This design comes from an exercise in tuning for a short achievable clock period and few clock cycles per item on the open sky130 flow, not from production work. Only simulation tests tie the RTL to the original design; equivalence was not proved. Power and IR drop assume default switching activity.

==> design.v <==
`default_nettype none
package mem_wb_pkg;
        localparam int DATA_W    = 32;
        localparam int REG_AW    = 5;
        localparam int IMM_W     = 16;
        localparam int RAM_WORDS = 64;
        localparam int RAM_AW    = $clog2(RAM_WORDS);
        localparam int DMEM_WAIT = 2;
        localparam int WAIT_CW   = $clog2(DMEM_WAIT + 1);
        typedef logic [WAIT_CW-1:0] wait_cnt_t;
        localparam wait_cnt_t WAIT_LOAD = wait_cnt_t'(DMEM_WAIT);
        localparam logic [REG_AW-1:0] RA_REG = 5'd31;
        typedef struct packed {
                logic [DATA_W-RAM_AW-3:0] upper;
                logic [RAM_AW-1:0]        word;
                logic [1:0]               offset;
        } dmem_addr_t;
        typedef union packed {
                logic [DATA_W-1:0] raw;
                dmem_addr_t        addr;
        } alu_word_u;
        typedef struct packed {
                logic              RegWr;
                logic              MemtoReg;
                logic              MemRead;
                logic              MemWrite;
                logic              jal;
                logic              RegDst;
                logic              LUI;
                logic              halt;
                logic [DATA_W-1:0] NPC;
                logic [REG_AW-1:0] Rd;
                logic [REG_AW-1:0] Rt;
                alu_word_u         port_o;
                logic [DATA_W-1:0] store_data;
                logic [IMM_W-1:0]  imm;
        } ex_mem_t;
        typedef struct packed {
                logic              RegWr;
                logic              MemtoReg;
                logic              jal;
                logic              RegDst;
                logic              LUI;
                logic              halt;
                logic [DATA_W-1:0] NPC;
                logic [REG_AW-1:0] Rd;
                logic [REG_AW-1:0] Rt;
                alu_word_u         port_o;
                logic [DATA_W-1:0] dmemload;
                logic [IMM_W-1:0]  imm;
        } mem_wb_t;
        typedef struct packed {
                logic              en;
                logic [REG_AW-1:0] addr;
                logic [DATA_W-1:0] data;
        } reg_write_t;
        typedef enum logic [1:0] {
                IDLE,
                ACCESS,
                DONE
        } ctrl_state_e;
endpackage
`default_nettype wire
`default_nettype none
module mem_wb_top (
        input  logic                          CLK,
        input  logic                          nRST,
        input  mem_wb_pkg::ex_mem_t           ex_pkt,
        input  logic                          ihit,
        input  logic [mem_wb_pkg::REG_AW-1:0] rd_sel,
        output logic                          stall,
        output mem_wb_pkg::reg_write_t        rf_wr,
        output logic [mem_wb_pkg::DATA_W-1:0] rd_data,
        output logic                          halt
);
        localparam int DW    = mem_wb_pkg::DATA_W;
        localparam int AW    = mem_wb_pkg::REG_AW;
        localparam int NREG  = 2**AW;
        localparam int WORDS = mem_wb_pkg::RAM_WORDS;
        localparam int MAW   = mem_wb_pkg::RAM_AW;
        logic [AW-1:0]  in_dest;
        logic           in_wen;
        logic           in_ld;
        logic [DW-1:0]  in_val;
        logic [MAW-1:0] in_maddr;
        logic           in_st;
        always_comb begin
                if (ex_pkt.jal) begin
                        in_dest = mem_wb_pkg::RA_REG;
                end else if (ex_pkt.RegDst) begin
                        in_dest = ex_pkt.Rd;
                end else begin
                        in_dest = ex_pkt.Rt;
                end
        end
        always_comb begin
                if (ex_pkt.jal) begin
                        in_val = ex_pkt.NPC;
                end else if (ex_pkt.LUI) begin
                        in_val = {ex_pkt.imm, {(DW - mem_wb_pkg::IMM_W){1'b0}}};
                end else begin
                        in_val = ex_pkt.port_o.raw;
                end
        end
        assign in_wen   = ihit & ex_pkt.RegWr & (in_dest != '0);
        assign in_ld    = ~ex_pkt.jal & ex_pkt.MemtoReg;
        assign in_maddr = ex_pkt.port_o.addr.word;
        assign in_st    = ihit & ex_pkt.MemWrite;
        logic             a_wen;
        logic [WORDS-1:0] a_st_oh;
        logic [AW-1:0]    a_dest;
        logic             a_ld;
        logic [DW-1:0]    a_val;
        logic [MAW-1:0]   a_maddr;
        logic [DW-1:0]    a_sdata;
        logic             halt_r;
        always_ff @(posedge CLK, negedge nRST) begin
                if (!nRST) begin
                        a_wen   <= 1'b0;
                        a_st_oh <= '0;
                        halt_r  <= 1'b0;
                end else begin
                        a_wen <= in_wen;
                        for (int i = 0; i < WORDS; i++) begin
                                a_st_oh[i] <= in_st & (in_maddr == MAW'(i));
                        end
                        halt_r <= halt_r | (ihit & ex_pkt.halt);
                end
        end
        always_ff @(posedge CLK) begin
                a_dest  <= in_dest;
                a_ld    <= in_ld;
                a_val   <= in_val;
                a_maddr <= in_maddr;
                a_sdata <= ex_pkt.store_data;
        end
        logic [DW-1:0] mem [WORDS];
        logic [DW-1:0] a_ldata;
        always_ff @(posedge CLK) begin
                for (int i = 0; i < WORDS; i++) begin
                        if (a_st_oh[i]) begin
                                mem[i] <= a_sdata;
                        end
                end
        end
        assign a_ldata = mem[a_maddr];
        logic            b_en;
        logic [NREG-1:1] b_we_oh;
        logic [AW-1:0]   b_addr;
        logic [DW-1:0]   b_data;
        always_ff @(posedge CLK, negedge nRST) begin
                if (!nRST) begin
                        b_en    <= 1'b0;
                        b_we_oh <= '0;
                end else begin
                        b_en <= a_wen;
                        for (int j = 1; j < NREG; j++) begin
                                b_we_oh[j] <= a_wen & (a_dest == AW'(j));
                        end
                end
        end
        always_ff @(posedge CLK) begin
                b_addr <= a_dest;
                b_data <= a_ld ? a_ldata : a_val;
        end
        assign rf_wr.en   = b_en;
        assign rf_wr.addr = b_addr;
        assign rf_wr.data = b_data;
        logic [DW-1:0] regs [1:NREG-1];
        always_ff @(posedge CLK, negedge nRST) begin
                if (!nRST) begin
                        for (int j = 1; j < NREG; j++) begin
                                regs[j] <= '0;
                        end
                end else begin
                        for (int j = 1; j < NREG; j++) begin
                                if (b_we_oh[j]) begin
                                        regs[j] <= b_data;
                                end
                        end
                end
        end
        logic [NREG-1:1] rd_oh;
        always_comb begin
                for (int j = 1; j < NREG; j++) begin
                        rd_oh[j] = (rd_sel == AW'(j));
                end
        end
        always_comb begin
                rd_data = '0;
                for (int j = 1; j < NREG; j++) begin
                        rd_data = rd_data | ({DW{rd_oh[j]}} & regs[j]);
                end
        end
        assign halt    = halt_r;
        assign stall   = 1'b0;
endmodule
`default_nettype wire
==> flow/run.sh <==
#!/bin/bash
# The standard layout (standard.sh), with two additions: before global
# placement, flow/rdmux.tcl rebuilds the register file read port
# (rd_sel -> rd_data) as a predecoded and-or, and global placement weights
# timing-critical nets more. ORFS's logs are under orfs/logs; make's own
# output goes to standard.log.
set -euo pipefail
work="$PWD"
bash standard.sh PRE_GLOBAL_PLACE_TCL="$work/flow/rdmux.tcl" \
  GLOBAL_PLACEMENT_ARGS="-timing_driven_net_weight_max 8 -timing_driven_nets_percentage 20" \
  finish > "$work/standard.log" 2>&1
==> flow/rdmux.tcl <==
# Rebuild the register file read port (rd_sel -> rd_data) as a shallow
# predecoded and-or: rd_data[b] = OR_j (rd_sel == j) & regs[j][b], j = 1..31.
# Runs before global placement, so port buffering, placement and the resizer
# treat the new cells like any others.

set ::rdm_block [ord::get_db_block]
set ::rdm_db [ord::get_db]
set rdm_block $::rdm_block
set rdm_nbits 32
set rdm_nregs 32

proc rdm_master { name } {
  set m [$::rdm_db findMaster "sky130_fd_sc_hd__$name"]
  if { $m == "NULL" || $m == "" } { error "rdmux: no master $name" }
  return $m
}

proc rdm_drv { net } {
  foreach it [$net getITerms] {
    if { [$it isOutputSignal] } { return $it }
  }
  return ""
}

# the logic cone that drives rd_data, back to flip-flops and ports
set cone [dict create]
set front {}
for { set b 0 } { $b < $rdm_nbits } { incr b } {
  set bt [$rdm_block findBTerm "rd_data\[$b\]"]
  lappend front [$bt getNet]
}
while { [llength $front] > 0 } {
  set net [lindex $front 0]
  set front [lrange $front 1 end]
  set d [rdm_drv $net]
  if { $d == "" } { continue }
  set inst [$d getInst]
  if { [[$inst getMaster] isSequential] } { continue }
  set n [$inst getName]
  if { [dict exists $cone $n] } { continue }
  dict set cone $n $inst
  foreach it [$inst getITerms] {
    if { [$it isInputSignal] && [$it getNet] != "NULL" } {
      lappend front [$it getNet]
    }
  }
}

# every net the cone drives must feed only the cone or rd_data
set ok 1
set cone_nets {}
dict for {n inst} $cone {
  foreach it [$inst getITerms] {
    if { ![$it isOutputSignal] } { continue }
    set net [$it getNet]
    if { $net == "NULL" } { continue }
    lappend cone_nets $net
    foreach l [$net getITerms] {
      if { [$l isInputSignal] && ![dict exists $cone [[$l getInst] getName]] } {
        puts "rdmux: cone net [$net getName] also feeds [[$l getInst] getName]"
        set ok 0
      }
    }
    foreach l [$net getBTerms] {
      if { ![string match "rd_data*" [$l getName]] } {
        puts "rdmux: cone net [$net getName] also drives port [$l getName]"
        set ok 0
      }
    }
  }
}

# register outputs
set qnet [dict create]
foreach inst [$rdm_block getInsts] {
  if { [regexp {^regs\\?\[([0-9]+)\\?\]\\?\[([0-9]+)\\?\]} [$inst getName] -> j b] } {
    if { ![[$inst getMaster] isSequential] } { continue }
    dict set qnet "$j,$b" [[$inst findITerm Q] getNet]
  }
}
for { set j 1 } { $j < $rdm_nregs } { incr j } {
  for { set b 0 } { $b < $rdm_nbits } { incr b } {
    if { ![dict exists $qnet "$j,$b"] } {
      puts "rdmux: no register regs\[$j\]\[$b\]"
      set ok 0
    }
  }
}

if { !$ok } {
  error "rdmux: read port not rebuilt"
}

puts "rdmux: removing [dict size $cone] cells"
set rd_nets {}
for { set b 0 } { $b < $rdm_nbits } { incr b } {
  lappend rd_nets [[$rdm_block findBTerm "rd_data\[$b\]"] getNet]
}
dict for {n inst} $cone { odb::dbInst_destroy $inst }
foreach net $cone_nets {
  if { [lsearch -exact $rd_nets $net] < 0 } { odb::dbNet_destroy $net }
}

# centre of the core, as a start location for new cells
set core [$rdm_block getCoreArea]
set ::cx [expr { ([$core xMin] + [$core xMax]) / 2 }]
set ::cy [expr { ([$core yMin] + [$core yMax]) / 2 }]

set ::rdm_count 0
proc rdm_cell { master pins } {
  # pins: list of pin net pairs
  set name "rdm_[incr ::rdm_count]"
  set inst [odb::dbInst_create $::rdm_block [rdm_master $master] $name]
  foreach {p net} $pins {
    set it [$inst findITerm $p]
    if { $it == "NULL" } { error "rdmux: $master has no pin $p" }
    $it connect $net
  }
  $inst setLocation $::cx $::cy
  $inst setPlacementStatus PLACED
  return $inst
}
proc rdm_net { name } {
  return [odb::dbNet_create $::rdm_block "rdm_$name"]
}

# select literals
for { set k 0 } { $k < 5 } { incr k } {
  set s($k,1) [[$rdm_block findBTerm "rd_sel\[$k\]"] getNet]
  set s($k,0) [rdm_net "sn$k"]
  rdm_cell inv_2 [list A $s($k,1) Y $s($k,0)]
}
# predecode, active low: rd_sel[1:0] (4 lines) and rd_sel[4:2] (8 lines)
for { set m 0 } { $m < 4 } { incr m } {
  set pa($m) [rdm_net "pa$m"]
  rdm_cell nand2_4 [list A $s(0,[expr {$m & 1}]) B $s(1,[expr {($m >> 1) & 1}]) Y $pa($m)]
}
for { set m 0 } { $m < 8 } { incr m } {
  set pb($m) [rdm_net "pb$m"]
  rdm_cell nand3_4 [list A $s(2,[expr {$m & 1}]) B $s(3,[expr {($m >> 1) & 1}]) \
    C $s(4,[expr {($m >> 2) & 1}]) Y $pb($m)]
}
# one-hot select lines, one set for each group of bits
set rdm_groups 2
for { set g 0 } { $g < $rdm_groups } { incr g } {
  for { set j 1 } { $j < $rdm_nregs } { incr j } {
    set dec($g,$j) [rdm_net "dec${g}_$j"]
    rdm_cell nor2_4 [list A $pa([expr {$j & 3}]) B $pb([expr {$j >> 2}]) Y $dec($g,$j)]
  }
}
# per bit and-or: 15 a22oi + 1 nand2, 4 nand4, 2 nor2, 1 nand2
for { set b 0 } { $b < $rdm_nbits } { incr b } {
  set g [expr {$b * $rdm_groups / $rdm_nbits}]
  set l1 {}
  for { set j 1 } { $j < 31 } { incr j 2 } {
    set n [rdm_net "t${b}_$j"]
    rdm_cell a22oi_2 [list A1 $dec($g,$j) A2 [dict get $qnet "$j,$b"] \
      B1 $dec($g,[expr {$j + 1}]) B2 [dict get $qnet "[expr {$j + 1}],$b"] Y $n]
    lappend l1 $n
  }
  set n [rdm_net "t${b}_31"]
  rdm_cell nand2_2 [list A $dec($g,31) B [dict get $qnet "31,$b"] Y $n]
  lappend l1 $n
  set l2 {}
  for { set h 0 } { $h < 4 } { incr h } {
    set n [rdm_net "u${b}_$h"]
    rdm_cell nand4_2 [list A [lindex $l1 [expr {4 * $h}]] B [lindex $l1 [expr {4 * $h + 1}]] \
      C [lindex $l1 [expr {4 * $h + 2}]] D [lindex $l1 [expr {4 * $h + 3}]] Y $n]
    lappend l2 $n
  }
  set l3 {}
  for { set h 0 } { $h < 2 } { incr h } {
    set n [rdm_net "v${b}_$h"]
    rdm_cell nor2_2 [list A [lindex $l2 [expr {2 * $h}]] B [lindex $l2 [expr {2 * $h + 1}]] Y $n]
    lappend l3 $n
  }
  rdm_cell nand2_2 [list A [lindex $l3 0] B [lindex $l3 1] Y [lindex $rd_nets $b]]
}
puts "rdmux: added $::rdm_count cells"
global_connect
==> standard.sh <==
#!/bin/bash
# synth_recipe.tcl (not shown) runs the flow's synth.tcl, then flattens the netlist and writes it again
# the make line also repeats each setting of config.mk as NAME=value (left out here)
make -C /OpenROAD-flow-scripts/flow DESIGN_CONFIG=/design/flow/config.mk WORK_HOME=/design/flow/orfs CLKGATE_MAP_FILE= SYNTH_SCRIPT=/design/flow/synth_recipe.tcl "${@:-finish}"
==> config.mk <==
export PLATFORM = sky130hd
export DESIGN_NAME = mem_wb_top
export DESIGN_NICKNAME = mem_wb_top
export VERILOG_FILES = /design/flow/design.v
export SDC_FILE = /design/flow/constraint.sdc
export NUM_CORES = 4
export LEC_CHECK = 0
export ABC_CLOCK_PERIOD_IN_PS = 3500
export CAP_MARGIN = 20
export CORE_MARGIN = 2
export CORE_UTILIZATION = 50
export SETUP_SLACK_MARGIN = 3.5
export SLEW_MARGIN = 20
export SYNTH_MEMORY_MAX_BITS = 16384
==> constraint.sdc <==
create_clock -name core_clock -period 7.0 [get_ports {CLK}]
set_input_delay 1.4000 -clock core_clock [delete_from_list [all_inputs] [get_ports {CLK}]]
set_output_delay 1.4000 -clock core_clock [all_outputs]
set_load 0.01 [all_outputs]
==> run summary <==
[cells in the mapped netlist (all sizes together) (5+ instances only)]
cell type / number / area (um2)
nor2b: 20 / 125
a221oi: 8 / 70.1
a22oi: 1154 / 8660
nand3b: 5 / 37.5
nand3: 166 / 831
dfrtp: 1090 / 27300
nand4: 195 / 1230
dfxtp: 113 / 2260
and4b: 5 / 50.1
a21oi: 72 / 360
nor4: 65 / 413
mux2i: 44 / 440
o21ai: 21 / 109
a211o: 5 / 43.8
mux2: 1026 / 11600
nand2: 177 / 664
nor4b: 5 / 62.6
a22o: 50 / 438
nor3: 58 / 290
clkbuf: 367 / 1380
nand4bb: 5 / 56.3
buf: 222 / 1110
a32oi: 21 / 184
and2: 11 / 68.8
o211ai: 5 / 37.5
edfxtp: 2048 / 61500
a31oi: 8 / 50.1
o22ai: 36 / 225
and3: 212 / 1330
a2111oi: 70 / 697
nand2b: 11 / 68.8
nor2: 221 / 910
a222oi: 46 / 460
[logic make-up (layout without fill, tap and decap cells)]
group	Yosys count	count (layout)	share of synthesized area (%)
buffers and inverters	590	1416	2.02
muxes	1072	1072	9.75
other	1	32	0.00304
and+or+nand+nor	1184	1213	5.21
DFF	3251	3251	73.7
AOI/OAI and AO/OA	1514	1514	9.31
[worst max path at each step]
stage | end | cells after the start | start
2_1_floorplan | rd_data[28] | 7 | rd_sel[2]
3_3_place_gp | rd_data[20] | 9 | rd_sel[2]
3_5_place_dp | rd_data[20] | 9 | rd_sel[2]
4_1_cts | rd_data[20] | 12 | rd_sel[1]
5_1_grt | rd_data[19] | 13 | rd_sel[1]
6_report | rd_data[18] | 13 | rd_sel[1]
[placed cells by master (no fill, tap or decap), types with 60 or more instances in the layout]
cell,synthesis,routed
nand2_2,0,60
buf_12,0,160
nand4_2,0,105
nor2_4,5,152
dfrtp_2,0,92
edfxtp_1,2048,2048
a22oi_2,0,480
dfrtp_1,1090,995
clkdlybuf4s50_1,0,143
nand3_1,166,132
mux2_2,1025,1025
nand4_1,194,136
and3_1,212,212
a21oi_1,72,72
nand2_1,177,67
clkbuf_1,365,96
nor2_1,199,106
a22oi_1,1154,706
clkbuf_16,0,357
buf_4,20,372
[area by class of cell]
type	count	area (um2)
diodes	31	77.6
multi-input cells	3800	35300
repair buffers	789	9090
well taps	3220	4030
clock inverters	116	1230
flip-flops and latches	3251	91400
clock buffers	505	10000
fillers	17800	94600
inverters	6	60.1
[per-stage QoR]
stage / hold WS, ps / cell area (um2) / utilization, %
4_1_cts: 383 / 151000 / 61.4
6_report: 381 / 151000 / 61.5
3_3_place_gp: 378 / 134000 / 54.5
5_1_grt: 406 / 151000 / 61.5
2_1_floorplan: 367 / 124000 / -
3_5_place_dp: 379 / 134000 / 54.5
[state kept, by name, indices dropped and copies added (netlist names)]
signal and flops:
b_we_oh 31, a_ld 1, b_en 1, a_maddr 6, mem 2048, a_wen 1
a_st_oh 64, b_data 32, b_addr 5, a_sdata 32, a_val 32, a_dest 5
regs 992, halt_r 1
[power groups by stage]
stage / Clock (uW) / Sequential (uW) / Combinational [uW]
2_1_floorplan: 0 / 22200 / 1330
3_3_place_gp: 0 / 22700 / 2410
3_5_place_dp: 0 / 22700 / 2470
4_1_cts: 18400 / 22400 / 2840
5_1_grt: 19200 / 22500 / 3020
6_report: 18400 / 22400 / 2910
[per-layer routing]
layer  global-route usage, %  part of all wire [%]  vias up
met2                    60.6                    43     7189
li1                        -                     -    31400
met3                    12.7                    14     2080
met1                    52.7                    34    42900
met4                    28.4                   8.7       22
met5                       0                 0.028        -
[critical path: stages]
cell and delay [ps]:
buf_12 130, inv_8 50, nand2_8 90, buf_4 110, buf_4 100, nor2_4 40
buf_4 150, buf_4 140, a22oi_2 200, nand4_2 230, nor2_4 190, nand2_4 80
buf_6 130
[what timing repair did]
item	in CTS	in global routing
gates resized for setup	472	19
setup endpoints to repair	96	51
pin swaps	216	68
buffers inserted	303	12
gates cloned	23	1
==> qor.yml <==
pwr:
  clockPowerShare_pct: 42.1
  p_int_uw: 33500
  p_switching_uw: 10200
  seqPwrFrac_pct: 51.3
  pwr-share-comb_pct: 6.7
  power_uw: 43700
  peakVddDrop_uv: 285
  swShare_pct: 23.4
  p_per_area_nw_per_um2: 289
  power_leakage_uw: 0.0557
grt:
  grtUsageTotal_pct: 41.3
  grt_max_degree: 172
  antenna_found_initial: 46
  grt_pass1_vias: 79700
  overflow: 0
  grt_pass1_wl_um: 699000
cts:
  clockBufferDepth: 4
  cts_tree: "done"
  hold_buffers: 0
  cts_made_buffers: 349
  cts_root_buf: "clkbuf_16"
  cts_max_level: 5
  clock_sink_count: 3251
  clk_latency_ps: 970
  clk_pin_slew_ps: 60
worst_setup_path:
  rr_startpoint: "a_maddr[5]$_DFF_P_"
  worst_ep_arrival_time_ps: 3060
  crit_path_end_kind: "output port"
  r2r_end: "b_data[26]$_DFF_P_"
  start_kind: "input pin"
  crit_required_ps: 5600
  r2r_slack_ps: 3260
  r2r_cells: 9
  worst-setup-path-type: "input pin to output port"
  path_max_fanout: 5
timing:
  worst_pin_slew_ps: 1320
  rsz0062_at_grt: "true"
  fin_ws_ps: 2540
  fmaxAchievable_mhz: 224
  slew-limit-headroom_pct: 11.6
  fin_crit_ps: 4460
  worst_clock_skew_ps: 56.9
  fin_tns_setup_ps: 0
  hold_viol: 0
  slew_viol_final: 0
  fin_crit_sh_pct: 63.7
  setup_viol: 0
floorplan:
  core_area_um2: 246000
  placementRows: 182
  dieArea_um2: 251000
  die_h_um: 501
  num_io_pins: 210
  dieWidth_um: 501
  start_util_pct: 50.3
cells_and_area:
  area_growth_pct: 22.4
  drive_above_1_share_pct: 38.5
  layout.cells.non_filler: 11700
  fin_nets: 8335
synthesis:
  ys_types: 76
  synth.net_count: 7750
  synth-main-ff-cell: "edfxtp_1"
  syn_area_um2: 124000
  netlist_instances: 7612
  yosysWarnings: 3
  synth-edff-count: 2048
  syn_area_per_cell_um2: 16.2
  ys_ff_latch: 3251
  yosysSeqAreaShare_pct: 73.7
  ys_async_sr_fraction_pct: 33.5
place:
  placed_cells: 10700
  pre_cts_slack_ps: 1000
  io_buffers: 207
  place_congestion: 0.914
  hpwlAfterDp_um: 277000
routing:
  wl_per_cell_um: 44.5
  route.vias.total: 83600
  ant_nets: 0
  drc_errors: 0
  drtIter0Drc: 14200
  drt_pass1_iterations: 6
  routed_wl_um: 522000
  drt-vias-per-instance: 7.14
flow_run:
  maxCapViolCount: 0
min_path:
  hold_start: "a_dest[1]$_DFF_P_"
  hold_end: "b_addr[1]$_DFF_P_"
  min_delay_path_depth: 0
  min_path_type: "flop to flop"
status:
  status: "complete, no violations"
Testbench counts, summed over its fixed seeds: cycles 16,064, items 16,032.

## re-timing with driven ports
In the flow no input, the clock included, has a driving cell. The finished layout below was timed again as built, in two steps. Step 1 (the two cells are an assumption about what drives the block):
set clk [get_ports {CLK}]
set_driving_cell -lib_cell sky130_fd_sc_hd__clkbuf_16 $clk
set_driving_cell -lib_cell sky130_fd_sc_hd__buf_2 [delete_from_list [all_inputs] $clk]
Step 2 times the ports against the registers' clock, not the clock port: input delays grow and output delays shrink by t, the midpoint of the rising clock arrivals with the driver on. Three values: no drivers, after step 1, after step 2; two values: the first two.
t (ns): 1.058
setup slack, ns: 2.539 / 2.459 / 2.459
hold WS [ns]: 0.381 / 0.381 / 0.381
worst register clock-pin slew, ns: 0.07 / 0.07
cell pins on the clock port's net: 1
After both steps this run still meets setup and hold. For this run, drivers alone change the setup slack by -0.080 ns; drivers and shift together by -0.080 ns.
